This is an optimization exercise on Yosys and OpenROAD, whose aim is small area and a short achievable clock period, not a production implementation. Only simulation tests tie the RTL to the original design; equivalence was not proved. Power and IR drop assume default switching activity.

$ cat design/flow/config.mk
export PLATFORM = sky130hd
export DESIGN_NAME = binomial_pipeline_schedule
export DESIGN_NICKNAME = binomial_pipeline_schedule
export VERILOG_FILES = /design/flow/design.v
export SDC_FILE = /design/flow/constraint.sdc
export NUM_CORES = 4
export LEC_CHECK = 0
export ABC_AREA = 1
export CAP_MARGIN = 20
export CORE_MARGIN = 2
export CORE_UTILIZATION = 40
export SLEW_MARGIN = 20
$ cat design/flow/constraint.sdc
create_clock -name core_clock -period 7.0 [get_ports {clk_i}]
set_input_delay 1.4000 -clock core_clock [delete_from_list [all_inputs] [get_ports {clk_i}]]
set_output_delay 1.4000 -clock core_clock [all_outputs]
set_load 0.01 [all_outputs]
$ cat design/flow/design.v
package bps_pkg;
  localparam int RankBits    = 15;
  localparam int StepBits    = 17;
  localparam int BlockBits   = 16;
  localparam int LogBits     = 4;
  localparam int CfgIdxBits  = 1;
  localparam int CfgDataBits = 16;
endpackage
module bps_mod_a (
  input  logic [16:0] s,
  output logic [3:0]  u15,
  output logic [6:0]  t63,
  output logic [6:0]  z13,
  output logic [6:0]  y11
);
  logic [3:0] x1, y1, x2, y2, x3, y3, m1, m2, m3;
  logic [4:0] t15;
  logic [5:0] x6, y6, m6;
  logic [7:0] y13;
  always_comb begin
    x1 = s[3:0] ^ s[7:4] ^ s[11:8];
    m1 = (s[3:0] & s[7:4]) | (s[3:0] & s[11:8]) | (s[7:4] & s[11:8]);
    y1 = {m1[2:0], m1[3]};
    x2 = x1 ^ y1 ^ s[15:12];
    m2 = (x1 & y1) | (x1 & s[15:12]) | (y1 & s[15:12]);
    y2 = {m2[2:0], m2[3]};
    x3 = x2 ^ y2 ^ {3'b0, s[16]};
    m3 = (x2 & y2) | (x2 & {3'b0, s[16]}) | (y2 & {3'b0, s[16]});
    y3 = {m3[2:0], m3[3]};
    t15 = {1'b0, x3} + {1'b0, y3};
    u15 = t15[3:0] + {3'b0, t15[4]};
    x6 = s[5:0] ^ s[11:6] ^ {1'b0, s[16:12]};
    m6 = (s[5:0] & s[11:6]) | (s[5:0] & {1'b0, s[16:12]}) | (s[11:6] & {1'b0, s[16:12]});
    y6 = {m6[4:0], m6[5]};
    t63 = {1'b0, x6} + {1'b0, y6};
    y13 = {2'b0, s[5:0]} + {3'b0, s[16:12]} + {2'b0, ~s[11:6]};
    z13 = {1'b0, y13[5:0]} + {5'b0, ~y13[7:6]} + 7'd12;
    y11 = {2'b0, s[4:0]} + {2'b0, s[14:10]} + {2'b0, ~s[9:5]} + {5'b0, ~s[16:15]};
  end
endmodule
module bps_mod_b (
  input  logic [2:0] s_lo,
  input  logic [3:0] l,
  input  logic [3:0] u15,
  input  logic [6:0] t63,
  input  logic [6:0] z13,
  input  logic [6:0] y11,
  output logic [3:0] si
);
  logic [3:0] r15, r13, r11, r9;
  logic [2:0] r7, r5, a7, b7;
  logic [1:0] r3;
  logic [5:0] c13;
  logic [4:0] c11, d9;
  logic [5:0] z11;
  logic [3:0] e7;
  always_comb begin
    r15 = (u15 == 4'd15) ? 4'd0 : u15;
    case (r15)
      4'd0, 4'd3, 4'd6, 4'd9, 4'd12:   r3 = 2'd0;
      4'd1, 4'd4, 4'd7, 4'd10, 4'd13:  r3 = 2'd1;
      default:                         r3 = 2'd2;
    endcase
    case (r15)
      4'd0, 4'd5, 4'd10:  r5 = 3'd0;
      4'd1, 4'd6, 4'd11:  r5 = 3'd1;
      4'd2, 4'd7, 4'd12:  r5 = 3'd2;
      4'd3, 4'd8, 4'd13:  r5 = 3'd3;
      default:            r5 = 3'd4;
    endcase
    e7 = {1'b0, t63[2:0]} + {1'b0, t63[5:3]} + {3'b0, t63[6]};
    a7 = e7[2:0] + {2'b0, e7[3]};
    r7 = (a7 == 3'd7) ? 3'd0 : a7;
    d9 = {2'b0, t63[2:0]} + {4'b0, t63[6]} - {2'b0, t63[5:3]};
    r9 = d9[4] ? d9[3:0] + 4'd9 : ((d9[3:0] == 4'd9) ? 4'd0 : d9[3:0]);
    z11 = {1'b0, y11[4:0]} + {4'b0, ~y11[6:5]} + 6'd7;
    c13 = (z13 >= 7'd52) ? 6'(z13 - 7'd52) : z13[5:0];
    c13 = (c13 >= 6'd26) ? 6'(c13 - 6'd26) : c13;
    r13 = (c13 >= 6'd13) ? 4'(c13 - 6'd13) : c13[3:0];
    c11 = (z11 >= 6'd22) ? 5'(z11 - 6'd22) : z11[4:0];
    r11 = (c11 >= 5'd11) ? 4'(c11 - 5'd11) : c11[3:0];
    case (l)
      4'd2:    si = {3'b0, s_lo[0]};
      4'd3:    si = {2'b0, r3};
      4'd4:    si = {2'b0, s_lo[1:0]};
      4'd5:    si = {1'b0, r5};
      4'd6:    si = {2'b0, r3} + ((r3[0] ^ s_lo[0]) ? 4'd3 : 4'd0);
      4'd7:    si = {1'b0, r7};
      4'd8:    si = {1'b0, s_lo};
      4'd9:    si = r9;
      4'd10:   si = {1'b0, r5} + ((r5[0] ^ s_lo[0]) ? 4'd5 : 4'd0);
      4'd11:   si = r11;
      4'd12:   si = {2'b0, r3} + 4'd3 * {2'b0, 2'(2'd3 * (s_lo[1:0] - r3))};
      4'd13:   si = r13;
      4'd14:   si = {1'b0, r7} + ((r7[0] ^ s_lo[0]) ? 4'd7 : 4'd0);
      4'd15:   si = r15;
      default: si = 4'd0;
    endcase
  end
endmodule
module binomial_pipeline_schedule (
  input  logic                              clk_i,
  input  logic                              rst_ni,
  input  logic                              start_i,
  output logic                              busy_o,
  input  logic                              req_type_i,
  input  logic [bps_pkg::RankBits-1:0]      rank_i,
  input  logic [bps_pkg::StepBits-1:0]      step_i,
  input  logic                              cfg_we_i,
  input  logic [bps_pkg::CfgIdxBits-1:0]    cfg_idx_i,
  input  logic [bps_pkg::CfgDataBits-1:0]   cfg_wdata_i,
  output logic                              valid_o,
  output logic                              transfer_valid_o,
  output logic [bps_pkg::RankBits-1:0]      peer_rank_o,
  output logic [bps_pkg::BlockBits-1:0]     block_index_o,
  output logic [bps_pkg::StepBits-1:0]      forged_index_o
);
  assign busy_o = 1'b0;
  logic [3:0]  lx_q;
  logic [15:0] bx_q;
  always_ff @(posedge clk_i or negedge rst_ni) begin
    if (!rst_ni) begin
      lx_q <= 4'd0;
      bx_q <= 16'd0;
    end else if (cfg_we_i) begin
      if (cfg_idx_i == 1'b0) begin
        lx_q <= (cfg_wdata_i[3:0] == 4'd0) ? 4'd0 : cfg_wdata_i[3:0] ^ 4'd1;
      end else begin
        bx_q <= cfg_wdata_i ^ 16'd1;
      end
    end
  end
  logic [3:0]  l_q;
  logic [15:0] b_q;
  logic        zb;
  logic [15:0] last;
  assign l_q  = lx_q ^ 4'd1;
  assign b_q  = bx_q ^ 16'd1;
  assign zb   = (b_q == 16'd0);
  assign last = zb ? 16'd0 : b_q - 16'd1;
  logic v1_q, v2_q, v3_q, v4_q, v5_q;
  always_ff @(posedge clk_i or negedge rst_ni) begin
    if (!rst_ni) begin
      v1_q    <= 1'b0;
      v2_q    <= 1'b0;
      v3_q    <= 1'b0;
      v4_q    <= 1'b0;
      v5_q    <= 1'b0;
      valid_o <= 1'b0;
    end else begin
      v1_q    <= start_i;
      v2_q    <= v1_q;
      v3_q    <= v2_q;
      v4_q    <= v3_q;
      v5_q    <= v4_q;
      valid_o <= v5_q;
    end
  end
  logic        req1_q, req2_q, req3_q;
  logic [14:0] rank1_q, rank2_q, rank3_q;
  logic [16:0] s1_q, s2_q, s3_q, s4_q;
  logic [3:0]  u15_d, u15_q;
  logic [6:0]  t63_d, t63_q, z13_d, z13_q;
  logic [6:0]  y11_d, y11_q;
  logic [3:0]  si3_d, si3_q, si4_q;
  bps_mod_a u_mod_a (
    .s   (s1_q),
    .u15 (u15_d),
    .t63 (t63_d),
    .z13 (z13_d),
    .y11 (y11_d)
  );
  bps_mod_b u_mod_b (
    .s_lo (s2_q[2:0]),
    .l    (l_q),
    .u15  (u15_q),
    .t63  (t63_q),
    .z13  (z13_q),
    .y11  (y11_q),
    .si   (si3_d)
  );
  always_ff @(posedge clk_i) begin
    req1_q  <= req_type_i;
    rank1_q <= rank_i;
    s1_q    <= step_i;
    req2_q  <= req1_q;
    rank2_q <= rank1_q;
    s2_q    <= s1_q;
    u15_q   <= u15_d;
    t63_q   <= t63_d;
    z13_q   <= z13_d;
    y11_q   <= y11_d;
    req3_q  <= req2_q;
    rank3_q <= rank2_q;
    s3_q    <= s2_q;
    si3_q   <= si3_d;
  end
  logic [14:0] onehot, above, below, other;
  logic        rot0, any_a, any_b;
  logic [3:0]  pa, pb;
  always_comb begin
    onehot = 15'd1 << si3_q;
    above  = '0;
    below  = '0;
    for (int j = 0; j < 15; j++) begin
      above[j] = rank3_q[j] && (4'(j) > si3_q);
      below[j] = rank3_q[j] && (4'(j) < si3_q);
    end
    other = rank3_q ^ onehot;
    rot0  = rank3_q[si3_q] ^ !req3_q;
    any_a = |above;
    any_b = |below;
    pa = 4'd0;
    for (int j = 14; j >= 0; j--) if (above[j]) pa = 4'(j);
    pb = 4'd0;
    for (int j = 14; j >= 0; j--) if (below[j]) pb = 4'(j);
  end
  logic        rot04_q, any_a4_q, any_b4_q;
  logic [3:0]  pa4_q, pb4_q;
  logic [14:0] peer4_q;
  always_ff @(posedge clk_i) begin
    rot04_q  <= rot0;
    any_a4_q <= any_a;
    any_b4_q <= any_b;
    pa4_q    <= pa;
    pb4_q    <= pb;
    peer4_q  <= other;
    si4_q    <= si3_q;
    s4_q     <= s3_q;
  end
  logic [4:0]  x, m, wrapx;
  logic [3:0]  idx, idxp, first, gc;
  logic        recv_nz, kill;
  logic [17:0] g, sl;
  always_comb begin
    x       = any_b4_q ? {1'b0, pb4_q} : {1'b0, si4_q};
    wrapx   = x + {1'b0, l_q};
    m       = (any_a4_q && ({1'b0, pa4_q} < wrapx)) ? {1'b0, pa4_q} : wrapx;
    idx     = 4'(m - {1'b0, si4_q});
    idxp    = rot04_q ? idx : 4'd0;
    first   = any_b4_q ? pb4_q : (rot04_q ? si4_q : pa4_q);
    recv_nz = rot04_q || any_a4_q || any_b4_q;
    g       = {2'b0, b_q} + {14'b0, l_q} + {1'b1, ~s4_q} + {17'b0, zb};
    kill    = g[17] || (g[16:1] == '0 && (!g[0] || zb));
    gc      = (g[16:4] != '0) ? 4'd15 : g[3:0];
    sl      = {1'b0, s4_q} - {14'b0, l_q};
  end
  logic        pre5_q;
  logic [14:0] peer5_q;
  logic [3:0]  idxp5_q, gc5_q, first5_q;
  logic [17:0] sl5_q;
  always_ff @(posedge clk_i) begin
    pre5_q   <= recv_nz && !kill;
    peer5_q  <= peer4_q;
    idxp5_q  <= idxp;
    gc5_q    <= gc;
    first5_q <= first;
    sl5_q    <= sl;
  end
  logic [17:0] f, fd;
  logic [4:0]  d;
  logic        ok, clamp, eq;
  logic [15:0] blk, forged;
  always_comb begin
    f      = sl5_q + {14'b0, idxp5_q};
    d      = {1'b0, first5_q} - {1'b0, idxp5_q};
    fd     = {{13{d[4]}}, d};
    ok     = pre5_q && !f[17];
    clamp  = idxp5_q > gc5_q;
    eq     = (sl5_q == fd);
    blk    = clamp ? last : f[15:0];
    forged = (clamp && !eq) ? last : f[15:0];
  end
  always_ff @(posedge clk_i) begin
    transfer_valid_o <= ok;
    peer_rank_o      <= ok ? peer5_q : '0;
    block_index_o    <= ok ? blk : '0;
    forged_index_o   <= {1'b0, ok ? forged : 16'd0};
  end
endmodule
$ cat design/flow/flow/run.sh
#!/bin/bash
# The standard ORFS layout with three changes: Yosys's adder-cell mapping is off, so that
# ABC maps the arithmetic together with the rest of the logic; ABC's area script leaves
# out its buffering and upsizing, which would size every gate for an unreachable delay
# target (placement-time repair sizes the gates instead); and the port buffers are buf_2
# cells. Registers and everything else as in standard.sh; each tool's output lands in
# orfs/logs, make's own output in make_finish.log.
set -euo pipefail
cd "$(dirname "$0")/.."
rm -rf scripts_abc
cp -r "$FLOW_HOME/scripts" scripts_abc
cp flow/abc_area.script scripts_abc/abc_area.script
bash standard.sh ADDER_MAP_FILE= "BUFFER_PORTS_ARGS=-buffer_cell sky130_fd_sc_hd__buf_2" \
  SCRIPTS_DIR="$PWD/scripts_abc" finish > make_finish.log 2>&1
$ cat design/flow/flow/abc_area.script
strash
dch
map -B 0.9
topo
stime -c
dnsize -c
$ cat design/flow/standard.sh
#!/bin/bash
# synth_recipe.tcl (not shown) runs the flow's synth.tcl, then flattens the netlist and writes it again
# the make line also repeats each setting of config.mk as NAME=value (left out here)
make -C /OpenROAD-flow-scripts/flow DESIGN_CONFIG=/design/flow/config.mk WORK_HOME=/design/flow/orfs CLKGATE_MAP_FILE= SYNTH_SCRIPT=/design/flow/synth_recipe.tcl "${@:-finish}"
==> results.cfg, run 1 <==
[power]
power.switching_fraction_pct = 38.9
clkPwrFrac_pct = 28.1
combPwrFrac_pct = 38.0
pwr_density_cell_nw_per_um2 = 397
pwr-share-seq_pct = 33.9
power_switching_mw = 2.50
power.leakage_nw = 7.46
worst_ir_drop_vdd_mv = 0.197
internal_power_of_the_cells_mw = 3.94

[logic_synthesis]
synth.yosys.seq_area_share_pct = 43.3
synth_unique_cells = 37
edff_count_synth = 0
most_instantiated_flip_flop_cell_in_the_synthesis_netlist = sky130_fd_sc_hd__dfxtp_1
syn_inst = 2046
synth-warning-count = 3
mapped_cell_area_um2 = 14000
async_flop_share_pct = 8.81
postSynthAreaPerCell_um2 = 6.82
ff_latch_count_synth = 295

[global_route]
overflow_after_grt = 0
grt_max_degree = 33
antenna_found_initial = 0
number_of_global_route_vias_before_repair = 11200
grt_pass1_wl_um = 53800
track_usage_pct = 18.2

[timing]
finalMaxSlewViolations = 0
tightest_slew_ns = 1.01
final.setup.worst_slack_ns = 3.49
setup_viol_count_final = 0
setup-tns-final_ns = 0
clock.fmax_mhz = 285
final.hold.worst_slack_ns = 0.315
slew_headroom_pct = 32.3
rsz0062_at_grt = no
timing_hold_violations_final = 0
timing.final.crit_share_pct = 50.1
fin_worst_skew_ns = 0.0144
finalWorstPathRequiredPeriod_ns = 3.51

[critical_path]
timing.setup.critical_path_class = reg -> reg
crit_required_ns = 7.37
critPathMaxFanout = 8
regToRegSetupSlack_ns = 3.49
critPathArrivalTime_ns = 3.87
worstSetupEndpointType = register
r2r_end = gc5_q[1]
reg2regPathDepth = 20
sort_of_element_at_the_start_of_the_critical_path = register
r2r_start = bx_q[1]

[die]
fp-row-count = 68
fp.dieArea_um2 = 36400
die_x_um = 191
die-height_um = 191
start_util_pct = 40.5
floorplan.io_pins = 105
core_region_area_um2 = 34500

[cts]
clock_pin_transition_on_the_worst_setup_and_hold_timing_paths_ns = 0.06
tritoncts_num_sinks = 295
cts_resized = 0
number_of_buffers_added_by_the_clock_tree_synthesis_step = 34
cts_root_buf = sky130_fd_sc_hd__clkbuf_16
tritoncts = done
clkLatencyLatePin_ns = 0.52
max-clock-path-buffers = 3
cts_setup_buffers = 0
hold_buffers = 0
cts_max_level = 2

[layout]
post_route_cell_area_um2 = 16200
number_of_antenna_diodes = 0
synthToLayoutAreaGrowth_pct = 16.3
final_util_pct = 47.1
nets = 2239
final_layout_size_suffix_gt1_share_pct = 7.97

[routing]
drt-pass1-iter-count = 6
via_count = 12600
finalWirelength_um = 33000
wire_per_inst_um = 12.4
detail-route-antenna-nets = 0
total_drc_errors_in_the_routed_layout = 0
drt_iter0_drc = 691
viasPerCell = 4.74

[min_path]
min_to = rank3_q[0]
hold_path_startpoint = rank2_q[0]
worstHoldPathType = reg -> reg
number_of_instances_on_the_worst_hold_path = 0

[placement]
place.gp.congestion = 0.892
dpl_worst_slack_ns = 3.55
buffer_ports.inserted = 102
placedInstanceArea_um2 = 15000
detailed_place_hpwl_um = 26200

[run_status]
outcome = finished clean

[job]
maxCapViolCount = 0
[through the flow]
| stage | total power, mW | cells |
|---|---|---|
| finish | 6.44 | 2664 |
| global route | 6.98 | 2664 |
| CTS | 6.48 | 2664 |
| detailed placement | 4.65 | 2604 |
| global placement | 4.59 | 2603 |
| floorplan | 4.07 | 2047 |
[metal layers]
metal  global-route usage, %  wire length, um
met1                    25.7            16200
met5                       0                0
met2                    28.4            14100
met4                    5.96              824
met3                    2.76             1810
[flip-flops by register name, indices dropped and copies added, names as in the netlist, 7 cells and up]
register and flops:
rank1_q 15, block_index_o 16, s2_q 17, bx_q 16
s1_q 17, forged_index_o 16, peer5_q 15, sl5_q 18
rank3_q 15, z13_q 7, t63_q 7, s3_q 17
s4_q 17, peer_rank_o 15, y11_q 7, peer4_q 15
rank2_q 15
[logic make-up after synthesis]
group	Yosys count	synth area share [%]
adder cells (fa/ha/maj)	2	0.143
AND/OR/NAND/NOR	1110	32.5
flip-flops	295	43.3
other	1	0.0269
AO/OA/AOI/OAI	236	9.43
XOR/XNOR	104	6.53
buffers and inverters	298	8.07
[how the worst max path moves through the flow]
stage / startpoint / to / slack, ns / cells past startpoint
floorplan: idxp5_q[0] / forged_index_o[0] / 3.86 / 14
global placement: idxp5_q[0] / forged_index_o[0] / 3.19 / 14
detailed placement: bx_q[1] / gc5_q[1] / 3.55 / 20
CTS: bx_q[1] / gc5_q[1] / 3.55 / 20
global route: bx_q[1] / gc5_q[1] / 2.91 / 20
finish: bx_q[1] / gc5_q[1] / 3.49 / 20
[cell usage in the layout (no fill, tap or decap), drive strengths merged, types with 14 or more instances in the layout]
cell type / n
or2: 14
dfrtp: 26
nand2: 641
nand3: 143
xnor2: 22
clkbuf: 45
clkinv: 302
nor3: 14
buf: 104
xor2: 82
nor2: 247
a21oi: 92
dfxtp: 269
nand4: 27
o21ai: 88
[critical path, stage by stage, from the launching register on]
cell and delay [ns]:
sky130_fd_sc_hd__dfrtp_1 0.41, sky130_fd_sc_hd__clkinv_1 0.07, sky130_fd_sc_hd__nand2_1 0.08, sky130_fd_sc_hd__nor2_1 0.18, sky130_fd_sc_hd__nand2_1 0.14, sky130_fd_sc_hd__nor2_1 0.31
sky130_fd_sc_hd__nand2_1 0.28, sky130_fd_sc_hd__nor2_1 0.25, sky130_fd_sc_hd__nand3_1 0.15, sky130_fd_sc_hd__nand2_1 0.19, sky130_fd_sc_hd__nand2_1 0.07, sky130_fd_sc_hd__nand2_1 0.12
sky130_fd_sc_hd__nand2_1 0.08, sky130_fd_sc_hd__nand2_1 0.14, sky130_fd_sc_hd__nand3_1 0.12, sky130_fd_sc_hd__nand2_1 0.08, sky130_fd_sc_hd__nand2_1 0.06, sky130_fd_sc_hd__nand2_1 0.06
sky130_fd_sc_hd__nand2_1 0.05, sky130_fd_sc_hd__nor2_1 0.38, sky130_fd_sc_hd__nand3_1 0.15
[cell usage after synthesis (all sizes together), types with 2 or more instances]
cell type / instances / area (um2)
clkinv: 296 / 1110
a31oi: 7 / 43.8
a22oi: 2 / 15.0
buf: 2 / 15.0
nand4: 27 / 169
nand3b: 13 / 97.6
or2: 14 / 87.6
xnor2: 22 / 193
maj3: 2 / 20.0
xor2: 82 / 718
a221oi: 2 / 17.5
nor2: 247 / 927
a211oi: 4 / 30.0
o21ai: 88 / 440
a21oi: 92 / 460
nand3: 143 / 716
a21boi: 11 / 82.6
dfrtp: 26 / 651
nor3: 14 / 70.1
o22ai: 7 / 43.8
dfxtp: 269 / 5390
o211ai: 6 / 45.0
nand2: 641 / 2410
o21a: 7 / 52.6
nor4: 8 / 50.1
o21bai: 3 / 22.5
[power groups by stage]
stage / clock network, mW / registers [mW] / logic [mW]
after global routing: 1.93 / 2.22 / 2.83
after floorplan: 0 / 2.19 / 1.89
final: 1.81 / 2.18 / 2.45
after global placement: 0 / 2.21 / 2.38
after CTS: 1.86 / 2.18 / 2.44
after detailed placement: 0 / 2.22 / 2.43
[area by class of cell]
class	instances	area, um2
fill	3486	18200
multi-input combinational	1454	6800
sequential	295	6040
inverter	296	1110
clock buffer	45	1010
tap	455	569
timing repair buffer	104	533
clock inverter	15	174
==> inputs of run 2 (changes only) <==
--- a/design/flow/config.mk
+++ b/design/flow/config.mk
@@ -11,2 +11,3 @@
 export CORE_UTILIZATION = 40
+export SETUP_SLACK_MARGIN = 4.4
 export SLEW_MARGIN = 20
==> results.cfg, run 2 <==
[power]
pwr-share-seq_pct = 32.3
clkPwrFrac_pct = 27.2
power.leakage_nw = 7.90
pwr_density_cell_nw_per_um2 = 392
combPwrFrac_pct = 40.5
power_switching_mw = 2.67
report.power.total_mw = 6.78
power.switching_fraction_pct = 39.3
worst_ir_drop_vdd_mv = 0.212
internal_power_of_the_cells_mw = 4.11

[timing]
final.hold.worst_slack_ns = 0.315
rsz0062_at_grt = yes
setup-tns-final_ns = 0
slew_headroom_pct = 32.4
tightest_slew_ns = 1.01
clock.fmax_mhz = 408
final.setup.worst_slack_ns = 4.55
finalWorstPathRequiredPeriod_ns = 2.45
fin_worst_skew_ns = 0.0182
setup_viol_count_final = 0
timing_hold_violations_final = 0
timing.final.crit_share_pct = 35.0
finalMaxSlewViolations = 0

[layout]
final_util_pct = 50.2
post_route_cell_area_um2 = 17300
largest-register = sl5_q
filler_cell_count = 3417
nets = 2286
synthToLayoutAreaGrowth_pct = 24.0
final_layout_size_suffix_gt1_share_pct = 18.5
number_of_antenna_diodes = 0
layout.cells.most_common = sky130_fd_sc_hd__nand2_1
max_reg_flops = 18
final_standard_cell_count_with_taps_included_and_fillers_excluded = 2712
top_library_cells_by_usage_in_the_layout_fill_and_taps_aside = sky130_fd_sc_hd__nand2_1, sky130_fd_sc_hd__clkinv_1, sky130_fd_sc_hd__dfxtp_1

[global_route]
grt_pass1_wl_um = 55500
antenna_found_initial = 0
track_usage_pct = 18.9
overflow_after_grt = 0
grt_max_degree = 33
number_of_global_route_vias_before_repair = 11500

[critical_path]
timing.setup.critical_path_class = reg -> reg
critPathMaxFanout = 9
sort_of_element_at_the_start_of_the_critical_path = register
regToRegSetupSlack_ns = 4.55
r2r_start = s1_q[11]
crit_required_ns = 7.40
critPathArrivalTime_ns = 2.85
reg2regPathDepth = 14
worstSetupEndpointType = register
r2r_end = y11_q[5]

[logic_synthesis]
edff_count_synth = 0
netlist_top_cells_count = sky130_fd_sc_hd__nand2_1, sky130_fd_sc_hd__clkinv_1, sky130_fd_sc_hd__dfxtp_1, sky130_fd_sc_hd__nor2_1, sky130_fd_sc_hd__nand3_1
synth_unique_cells = 37
synth-warning-count = 3
async_flop_share_pct = 8.81
syn_inst = 2046
dominant_cells_by_area_after_synthesis = sky130_fd_sc_hd__dfxtp_1, sky130_fd_sc_hd__nand2_1, sky130_fd_sc_hd__clkinv_1
synthDominantCellAreaShare_pct = 38.6
synth_top_area_cell = sky130_fd_sc_hd__dfxtp_1
postSynthAreaPerCell_um2 = 6.82
ff_latch_count_synth = 295
most_instantiated_flip_flop_cell_in_the_synthesis_netlist = sky130_fd_sc_hd__dfxtp_1
synth_most_common_cell = sky130_fd_sc_hd__nand2_1
mapped_cell_area_um2 = 14000
synth.yosys.seq_area_share_pct = 43.3

[die]
start_util_pct = 40.5
fp.dieArea_um2 = 36400
core_region_area_um2 = 34500
fp-row-count = 68
die_x_um = 191
floorplan.io_pins = 105
die-height_um = 191

[routing]
detail-route-antenna-nets = 0
finalWirelength_um = 35000
viasPerCell = 4.78
total_drc_errors_in_the_routed_layout = 0
drt-pass1-iter-count = 5
via_count = 13000
wire_per_inst_um = 12.9
drt_iter0_drc = 730

[cts]
clock_pin_transition_on_the_worst_setup_and_hold_timing_paths_ns = 0.06
tritoncts_num_sinks = 295
cts_root_buf = sky130_fd_sc_hd__clkbuf_16
tritoncts = done
cts_max_level = 2
max-clock-path-buffers = 3
clkLatencyLatePin_ns = 0.53
hold_buffers = 0
number_of_buffers_added_by_the_clock_tree_synthesis_step = 34

[placement]
buffer_ports.inserted = 102
place.gp.congestion = 0.880
placedInstanceArea_um2 = 15000
detailed_place_hpwl_um = 26700
place_inst = 2603
dpl_worst_slack_ns = 3.87

[run_status]
outcome = finished clean

[min_path]
hold_path_startpoint = req1_q
min_to = req2_q
number_of_instances_on_the_worst_hold_path = 0
worstHoldPathType = reg -> reg

[job]
maxCapViolCount = 0
## run 2: cell counts after synthesis
Identical to the previous run, type by type.
## run 2: layout make-up
| class | count | area (um2) | share of cell area (%) |
|---|---|---|---|
| Timing Repair inverter | 2 | 16.3 | 0.0940 |
| Timing Repair Buffer | 149 | 876 | 5.06 |
| Sequential cell | 295 | 6090 | 35.2 |
| Inverter | 296 | 1140 | 6.59 |
| Clock inverter | 17 | 214 | 1.24 |
| Clock buffer | 44 | 981 | 5.67 |
| Tap cell | 455 | 569 | 3.29 |
| Multi-Input combinational cell | 1454 | 7420 | 42.8 |
## run 2: what timing repair did
action	in CTS	in global routing
gates resized for setup	61	203
buffers inserted	10	36
endpoints found under the setup margin	75	77
cloned	1	1
pin swaps	9	31
## run 2: worst max-delay path by stage
stage | from | end | cells past startpoint
finish | s1_q[11] | y11_q[5] | 14
global route | s1_q[12] | z13_q[5] | 17
CTS | bx_q[1] | gc5_q[2] | 20
detailed placement | bx_q[1] | gc5_q[3] | 20
global placement | bx_q[1] | gc5_q[1] | 20
floorplan | idxp5_q[0] | forged_index_o[0] | 14
## run 2: critical path: stages (launching register included)
cell and delay, ns:
sky130_fd_sc_hd__dfxtp_4 0.43, sky130_fd_sc_hd__clkinv_2 0.15, sky130_fd_sc_hd__nand2_1 0.10, sky130_fd_sc_hd__nand2_1 0.07, sky130_fd_sc_hd__o21ai_1 0.20, sky130_fd_sc_hd__nand2_1 0.07, sky130_fd_sc_hd__nand2_1 0.09, sky130_fd_sc_hd__o21ai_0 0.08
sky130_fd_sc_hd__o21ai_0 0.19, sky130_fd_sc_hd__xnor2_1 0.13, sky130_fd_sc_hd__or2_2 0.30, sky130_fd_sc_hd__nand2_1 0.06, sky130_fd_sc_hd__nand2_1 0.06, sky130_fd_sc_hd__a21bo_2 0.23, sky130_fd_sc_hd__xor2_1 0.15
## run 2: power by group through the flow
stage	clock (mW)	sequential, mW	combinational, mW
after floorplan	0	2.19	1.89
after global placement	0	2.22	2.38
after detailed placement	0	2.22	2.43
after CTS	1.90	2.19	2.48
after global routing	1.97	2.23	3.15
final	1.84	2.19	2.75
## run 2: cells by family (layout without fill, tap and decap cells)
family | count (synthesis) | count (layout) | share of synthesized area [%]
AND/OR/NAND/NOR | 1110 | 1110 | 32.5
buffers and inverters | 298 | 508 | 8.07
flip-flops | 295 | 295 | 43.3
AO/OA/AOI/OAI | 236 | 236 | 9.43
XOR/XNOR | 104 | 104 | 6.53
adder cells (fa/ha/maj) | 2 | 2 | 0.143
other | 1 | 2 | 0.0269
## run 2: metal layers
layer	share of wire (%)	wire length, um	track usage (%)	vias up
met1	48	16900	26.4	5769
li1	-	-	-	6861
met5	0	0	0	-
met4	2.1	725	5.61	0
met3	4.9	1710	3.39	51
met2	45	15600	29.6	279
==> inputs of run 3 (changes only) <==
--- a/design/flow/config.mk
+++ b/design/flow/config.mk
@@ -11,3 +11,3 @@
 export CORE_UTILIZATION = 40
-export SETUP_SLACK_MARGIN = 4.4
+export SETUP_SLACK_MARGIN = 4.3
 export SLEW_MARGIN = 20
==> results.cfg, run 3 <==
[run_status]
outcome = finished clean

[critical_path]
worstSetupEndpointType = register
crit_required_ns = 7.43
sort_of_element_at_the_start_of_the_critical_path = register
timing.setup.critical_path_class = reg -> reg
critPathArrivalTime_ns = 3.02
critPathMaxFanout = 6

[logic_synthesis]
most_instantiated_flip_flop_cell_in_the_synthesis_netlist = sky130_fd_sc_hd__dfxtp_1
ff_latch_count_synth = 295
mapped_cell_area_um2 = 14000
synthDominantCellAreaShare_pct = 38.6
synth_most_common_cell = sky130_fd_sc_hd__nand2_1
postSynthAreaPerCell_um2 = 6.82
dominant_cells_by_area_after_synthesis = sky130_fd_sc_hd__dfxtp_1, sky130_fd_sc_hd__nand2_1, sky130_fd_sc_hd__clkinv_1
synth.yosys.seq_area_share_pct = 43.3
synth-warning-count = 3
edff_count_synth = 0
synth_unique_cells = 37
async_flop_share_pct = 8.81
syn_inst = 2046
netlist_top_cells_count = sky130_fd_sc_hd__nand2_1, sky130_fd_sc_hd__clkinv_1, sky130_fd_sc_hd__dfxtp_1, sky130_fd_sc_hd__nor2_1, sky130_fd_sc_hd__nand3_1
synth_top_area_cell = sky130_fd_sc_hd__dfxtp_1

[placement]
detailed_place_hpwl_um = 26400
placedInstanceArea_um2 = 15000
buffer_ports.inserted = 102
place.gp.congestion = 0.880

[layout]
final_util_pct = 49.0
post_route_cell_area_um2 = 16900
top_library_cells_by_usage_in_the_layout_fill_and_taps_aside = sky130_fd_sc_hd__nand2_1, sky130_fd_sc_hd__clkinv_1, sky130_fd_sc_hd__dfxtp_1
synthToLayoutAreaGrowth_pct = 21.1
layout.cells.most_common = sky130_fd_sc_hd__nand2_1
number_of_antenna_diodes = 0
max_reg_flops = 18
nets = 2270
largest-register = sl5_q
final_layout_size_suffix_gt1_share_pct = 14.1

[routing]
drt_iter0_drc = 696
total_drc_errors_in_the_routed_layout = 0
detail-route-antenna-nets = 0
drt-pass1-iter-count = 7
via_count = 12800
finalWirelength_um = 34400
wire_per_inst_um = 12.8
viasPerCell = 4.76

[timing]
finalWorstPathRequiredPeriod_ns = 2.59
timing_hold_violations_final = 0
setup-tns-final_ns = 0
timing.final.crit_share_pct = 37.0
rsz0062_at_grt = yes
tightest_slew_ns = 1.04
clock.fmax_mhz = 386
slew_headroom_pct = 30.7
finalMaxSlewViolations = 0
setup_viol_count_final = 0
fin_worst_skew_ns = 0.0249

[cts]
clkLatencyLatePin_ns = 0.55
tritoncts_num_sinks = 295
tritoncts = done
hold_buffers = 0
clock_pin_transition_on_the_worst_setup_and_hold_timing_paths_ns = 0.06
max-clock-path-buffers = 3
cts_max_level = 2
cts_root_buf = sky130_fd_sc_hd__clkbuf_16
number_of_buffers_added_by_the_clock_tree_synthesis_step = 34

[min_path]
worstHoldPathType = reg -> reg

[power]
worst_ir_drop_vdd_mv = 0.226
report.power.total_mw = 6.65
pwr_density_cell_nw_per_um2 = 393
power.leakage_nw = 7.72

[die]
die-height_um = 191
start_util_pct = 40.5
fp.dieArea_um2 = 36400
fp-row-count = 68
die_x_um = 191
floorplan.io_pins = 105
core_region_area_um2 = 34500

[global_route]
number_of_global_route_vias_before_repair = 11500
overflow_after_grt = 0
antenna_found_initial = 1
grt_pass1_wl_um = 55500
grt_max_degree = 33
track_usage_pct = 19.0

[job]
maxCapViolCount = 0
==> run 3: changes by cell type in the layout (fill, tap and decap cells not counted), moves of 7 or more <==
cell | previous run | this run
sky130_fd_sc_hd__nor2_2 | 24 | 13
sky130_fd_sc_hd__dfxtp_1 | 247 | 255
sky130_fd_sc_hd__nand3_1 | 130 | 137
sky130_fd_sc_hd__buf_4 | 46 | 30
sky130_fd_sc_hd__nand2_2 | 37 | 16
sky130_fd_sc_hd__inv_2 | 19 | 6
sky130_fd_sc_hd__nor2_1 | 207 | 224
sky130_fd_sc_hd__nand2_1 | 597 | 621
sky130_fd_sc_hd__clkinv_1 | 266 | 280
==> run 3: cells by family (layout without fill, tap and decap cells) <==
family | count (synthesis) | count (layout) | share of synthesized area [%]
compound gates | 236 | 236 | 9.43
other cells | 1 | 2 | 0.0269
fa+ha+maj | 2 | 2 | 0.143
flops | 295 | 295 | 43.3
simple gates | 1110 | 1110 | 32.5
buf+inv | 298 | 490 | 8.07
xor+xnor | 104 | 104 | 6.53
==> run 3: stage by stage <==
step / hold slack [ns] / std cells / setup slack, ns
floorplan: 0.310 / 2047 / 4.33
global placement: 0.311 / 2603 / 3.79
detailed placement: 0.312 / 2603 / 3.66
CTS: 0.319 / 2670 / 4.31
global route: 0.316 / 2694 / 4.25
finish: 0.315 / 2694 / 4.41
==> run 3: timing repair <==
action                                  in CTS  in global routing
resized for setup                           43                117
pin swaps                                    6                 23
endpoints found under the setup margin      73                 80
cloned                                       2                  0
setup buffers                                6                 24
hold endpoints to repair                     0                  0
==> run 3: final timing paths <==
kind,start,to,slack (ns),cells past startpoint
max in group asynchronous,rst_ni,lx_q[0],5.70,1
worst min-delay path,s3_q[0],s4_q[0],0.31,0
worst max-delay path,bx_q[12],gc5_q[3],4.41,18
min in group asynchronous,rst_ni,v5_q,0.86,1
worst max register to register,bx_q[12],gc5_q[3],4.41,18
worst min register to register,s3_q[0],s4_q[0],0.31,0
==> run 3: routing by layer <==
metal	up-vias	track usage, %	part of all wire [%]
met1	5648	26.0	49
li1	6829	-	-
met2	275	30.4	44
met3	58	2.72	4.6
met4	0	6.65	2.5
met5	-	0	0
==> run 3: final cells by class <==
cell class / instances / area [um2]
multi-input combinational: 1454 / 7160
fill: 3455 / 17600
clock buffer: 46 / 1010
tap: 455 / 569
timing repair inverter: 2 / 17.5
clock inverter: 13 / 175
inverter: 296 / 1130
timing repair buffer: 133 / 756
sequential: 295 / 6080
==> run 3: critical path, stage by stage (launching register included) <==
cell	delay, ns
sky130_fd_sc_hd__dfrtp_2	0.44
sky130_fd_sc_hd__clkinv_2	0.11
sky130_fd_sc_hd__nand4_1	0.20
sky130_fd_sc_hd__nor2_2	0.19
sky130_fd_sc_hd__nand2_4	0.10
sky130_fd_sc_hd__nor2_4	0.15
sky130_fd_sc_hd__nand3_2	0.11
sky130_fd_sc_hd__nand2_2	0.12
sky130_fd_sc_hd__nand2_1	0.07
sky130_fd_sc_hd__nand2_2	0.09
sky130_fd_sc_hd__nand2_1	0.10
sky130_fd_sc_hd__nand2_2	0.11
sky130_fd_sc_hd__nand3_1	0.10
sky130_fd_sc_hd__nand2_1	0.08
sky130_fd_sc_hd__nand2_1	0.06
sky130_fd_sc_hd__nand2_1	0.06
sky130_fd_sc_hd__nand2_1	0.09
sky130_fd_sc_hd__nor2_4	0.17
sky130_fd_sc_hd__nand3_1	0.10
==> run 3: power by group <==
part           switching, mW  internal [mW]
logic                   1.70          0.924
clock network          0.705           1.13
registers              0.218           1.97
==> inputs of run 4 (changes only) <==
--- a/design/flow/design.v
+++ b/design/flow/design.v
@@ -120,2 +120,3 @@
   logic [15:0] bx_q;
+  logic        zb_q;
   always_ff @(posedge clk_i or negedge rst_ni) begin
@@ -124,2 +125,3 @@
       bx_q <= 16'd0;
+      zb_q <= 1'b0;
     end else if (cfg_we_i) begin
@@ -129,2 +131,3 @@
         bx_q <= cfg_wdata_i ^ 16'd1;
+        zb_q <= (cfg_wdata_i == 16'd0);
       end
@@ -138,3 +141,3 @@
   assign b_q  = bx_q ^ 16'd1;
-  assign zb   = (b_q == 16'd0);
+  assign zb   = zb_q;
   assign last = zb ? 16'd0 : b_q - 16'd1;
@@ -242,4 +245,4 @@
     recv_nz = rot04_q || any_a4_q || any_b4_q;
-    g       = {2'b0, b_q} + {14'b0, l_q} + {1'b1, ~s4_q} + {17'b0, zb};
-    kill    = g[17] || (g[16:1] == '0 && (!g[0] || zb));
+    g       = {2'b0, b_q} + {14'b0, l_q} + {1'b1, ~s4_q};
+    kill    = g[17] || (g[16:0] == '0);
     gc      = (g[16:4] != '0) ? 4'd15 : g[3:0];
@@ -268,3 +271,3 @@
     ok     = pre5_q && !f[17];
-    clamp  = idxp5_q > gc5_q;
+    clamp  = {1'b0, idxp5_q} > {1'b0, gc5_q} + {4'b0, zb};
     eq     = (sl5_q == fd);
--- a/design/flow/config.mk
+++ b/design/flow/config.mk
@@ -11,3 +11,3 @@
 export CORE_UTILIZATION = 40
-export SETUP_SLACK_MARGIN = 4.3
+export SETUP_SLACK_MARGIN = 4.4
 export SLEW_MARGIN = 20
==> results.cfg, run 4 <==
[logic_synthesis]
synth_fa_ha_area_share_pct = 0.0711
yosys-mux-area-fraction_pct = 0
combinational_family_with_the_most_area_after_synthesis = simple AND/OR/NAND/NOR gates
synth.yosys.seq_area_share_pct = 43.1
synth_most_common_cell = sky130_fd_sc_hd__nand2_1
synth_xor_xnor_area_share_pct = 5.66
async_flop_share_pct = 9.12
synthDominantCellAreaShare_pct = 38.3
most_instantiated_flip_flop_cell_in_the_synthesis_netlist = sky130_fd_sc_hd__dfxtp_1
post_synthesis_compound_gate_area_fraction_pct = 9.81
mapped_cell_area_um2 = 14100
dominant_cells_by_area_after_synthesis = sky130_fd_sc_hd__dfxtp_1, sky130_fd_sc_hd__nand2_1, sky130_fd_sc_hd__clkinv_1
postSynthAreaPerCell_um2 = 6.78
synth_simple_gate_area_share_pct = 33.5
edff_count_synth = 0
synth_unique_cells = 37
ff_latch_count_synth = 296
netlist_top_cells_count = sky130_fd_sc_hd__nand2_1, sky130_fd_sc_hd__clkinv_1, sky130_fd_sc_hd__dfxtp_1, sky130_fd_sc_hd__nor2_1, sky130_fd_sc_hd__nand3_1
synth-warning-count = 3
syn_inst = 2076
synth_top_area_cell = sky130_fd_sc_hd__dfxtp_1

[timing]
timing_hold_violations_final = 0
setup-tns-final_ns = 0
finalWorstPathRequiredPeriod_ns = 2.53
finalMaxSlewViolations = 0
rsz0062_at_grt = yes
timing.final.crit_share_pct = 36.1
fin_worst_skew_ns = 0.0261
clock.fmax_mhz = 395
final.hold.worst_slack_ns = 0.314
slew_headroom_pct = 54.4
setup_viol_count_final = 0
tightest_slew_ns = 0.685

[routing]
total_drc_errors_in_the_routed_layout = 0
detail-route-antenna-nets = 0
drt-pass1-iter-count = 5
viasPerCell = 4.82
wire_per_inst_um = 12.9
finalWirelength_um = 35200
drt_iter0_drc = 537
via_count = 13200

[power]
pwr_density_cell_nw_per_um2 = 384
report.power.total_mw = 6.60
worst_ir_drop_vdd_mv = 0.197
power.leakage_nw = 7.89

[layout]
multi_input_comb_area_um2 = 7430
nets = 2301
largest-register = sl5_q
final_layout_size_suffix_gt1_share_pct = 17.4
ff_latch_area_um2 = 6130
max_reg_flops = 18
number_of_antenna_diodes = 0
final_standard_cell_count_with_taps_included_and_fillers_excluded = 2727
layout.cells.most_common = sky130_fd_sc_hd__nand2_1
post_route_cell_area_um2 = 17200
filler_cell_count = 3431
synthToLayoutAreaGrowth_pct = 22.1
top_library_cells_by_usage_in_the_layout_fill_and_taps_aside = sky130_fd_sc_hd__nand2_1, sky130_fd_sc_hd__clkinv_1, sky130_fd_sc_hd__dfxtp_1

[cts]
tritoncts = done
cts_root_buf = sky130_fd_sc_hd__clkbuf_16
clkLatencyLatePin_ns = 0.55
hold_buffers = 0
tritoncts_num_sinks = 296
max-clock-path-buffers = 3
number_of_buffers_added_by_the_clock_tree_synthesis_step = 34
clock_pin_transition_on_the_worst_setup_and_hold_timing_paths_ns = 0.06
cts_max_level = 2

[global_route]
grt_max_degree = 43
grt_use_met3_pct = 3.33
busiest_layer = met2
met1_usage_pct = 25.9
grt_pass1_wl_um = 56700
antenna_found_initial = 0
track_usage_pct = 19.1
groute.layer.met2.usage_pct = 31.0
number_of_global_route_vias_before_repair = 11800
overflow_after_grt = 0

[critical_path]
critPathMaxFanout = 6
critical_path.top_delay_family = simple AND/OR/NAND/NOR gates
path_cells = inv_4 > nor2_4 > nor3_2 > or2_2 > nand2_1 > nand2_2 > nor2_2 > nand3_2 > nor2_4 > buf_4 > buf_4 > buf_4 > buf_4 > buf_4 > buf_4 > buf_4 > clkinv_1 > nand2_1 > nand2_1
timing.setup.critical_path_class = reg -> reg
worstSetupEndpointType = register
reg2regPathDepth = 19
crit_required_ns = 7.42
critPathArrivalTime_ns = 2.95
cp.buffers_inverters = 9
sort_of_element_at_the_start_of_the_critical_path = register
critical_path.slowest_cell = sky130_fd_sc_hd__dfrtp_2
timing.critical_path.depth = 19
path_common_cell = sky130_fd_sc_hd__buf_4
max_stage_delay_ns = 0.42

[die]
die_x_um = 192
fp.dieArea_um2 = 36700
die-height_um = 192
core_region_area_um2 = 34600
fp-row-count = 68
floorplan.io_pins = 105
start_util_pct = 40.6

[run_status]
outcome = finished clean

[min_path]
worstHoldPathType = reg -> reg
number_of_instances_on_the_worst_hold_path = 0

[placement]
placedInstanceArea_um2 = 15200
place_inst = 2633
buffer_ports.inserted = 102
detailed_place_hpwl_um = 27200
place.gp.congestion = 0.897

[job]
maxCapViolCount = 0
-- run 4: final cells by class --
cell class                      count  area share, %
Clock buffer                       42           5.61
Clock inverter                     19           1.19
Inverter                          292           6.52
Multi-Input combinational cell   1487           43.2
Sequential cell                   296           35.7
Tap cell                          455           3.31
Timing Repair Buffer              136           4.48
-- run 4: stage by stage --
| step | setup WS (ns) | utilization [%] |
|---|---|---|
| final | 4.47 | 49.6 |
| after global placement | 4.03 | 43.8 |
| after global routing | 4.33 | 49.6 |
| after detailed placement | 3.94 | 43.8 |
| after floorplan | 4.41 | - |
| after CTS | 4.40 | 47.7 |
-- run 4: path summary, 6_finish.rpt --
kind	start	endpoint	slack, ns
setup / recovery	lx_q[1]	sl5_q[8]	4.47
hold / removal	rank2_q[8]	rank3_q[8]	0.31
setup reg to reg	lx_q[1]	sl5_q[8]	4.47
hold reg to reg	rank2_q[8]	rank3_q[8]	0.31
max in group asynchronous	rst_ni	lx_q[3]	5.61
min in group asynchronous	rst_ni	bx_q[14]	0.89
-- run 4: timing repair --
action                                  4_1_cts  5_1_grt
pin swaps                                     6       31
setup buffers                                13       20
endpoints found under the setup margin       44       61
resized for setup                            45      199
-- run 4: cells by family (layout without fill, tap and decap cells) --
kind of cell | Yosys count | count (layout)
AOI/OAI and AO/OA | 247 | 247
xor gates and xnor gates | 91 | 91
adders and majority gates | 1 | 1
buffers and inverters | 294 | 489
DFF | 296 | 296
other | 1 | 2
and+or+nand+nor | 1146 | 1146
-- run 4: report_power, final --
group / total [mW] / internal [mW] / switching, mW
Combinational: 2.60 / 0.908 / 1.69
Sequential: 2.19 / 1.97 / 0.224
Clock: 1.81 / 1.08 / 0.736
-- run 4: layer usage --
layer  vias up  share of wire [%]
met5         -                  0
met4         0                2.5
met3        64                5.3
met2       288                 45
met1      5813                 47
li1       6992                  -

-- afterwards: timing with drivers on the ports --
No port has a modelled driver above. Below, the same layouts with a new extraction and two added sets of constraints.
Step 1 (the two cells are an assumption about what drives the block):
set clk [get_ports {clk_i}]
set_driving_cell -lib_cell sky130_fd_sc_hd__clkbuf_16 $clk
set_driving_cell -lib_cell sky130_fd_sc_hd__buf_2 [delete_from_list [all_inputs] $clk]
Step 2 also shifts input and output timing later by t, the mid clock arrival at the registers, as if the neighbouring blocks saw the same clock.
Three values: no drivers, after step 1, after step 2; two values: the first two.
| run | shift t [ns] | setup WS [ns] | latest minus earliest clock arrival (ns) | slew at the worst register clock pin (ns) | worst slew at a driven data input, ns |
|---|---|---|---|---|---|
| run 1 | 0.556 | 3.494 / 3.494 / 3.494 | 0.015 / 0.015 | 0.06 / 0.06 | 0.03 |
| run 2 | 0.569 | 4.549 / 4.518 / 4.313 | 0.021 / 0.021 | 0.06 / 0.06 | 0.07 |
| run 3 | 0.582 | 4.412 / 4.412 / 4.182 | 0.026 / 0.026 | 0.06 / 0.06 | 0.07 |
| run 4 | 0.583 | 4.470 / 4.470 / 4.110 | 0.026 / 0.027 | 0.06 / 0.06 | 0.05 |
After both steps setup and hold are still met in every run listed. The setup slack of run 4, which loses most, moves by 0.000 ns with the drivers and by -0.360 ns with both steps.
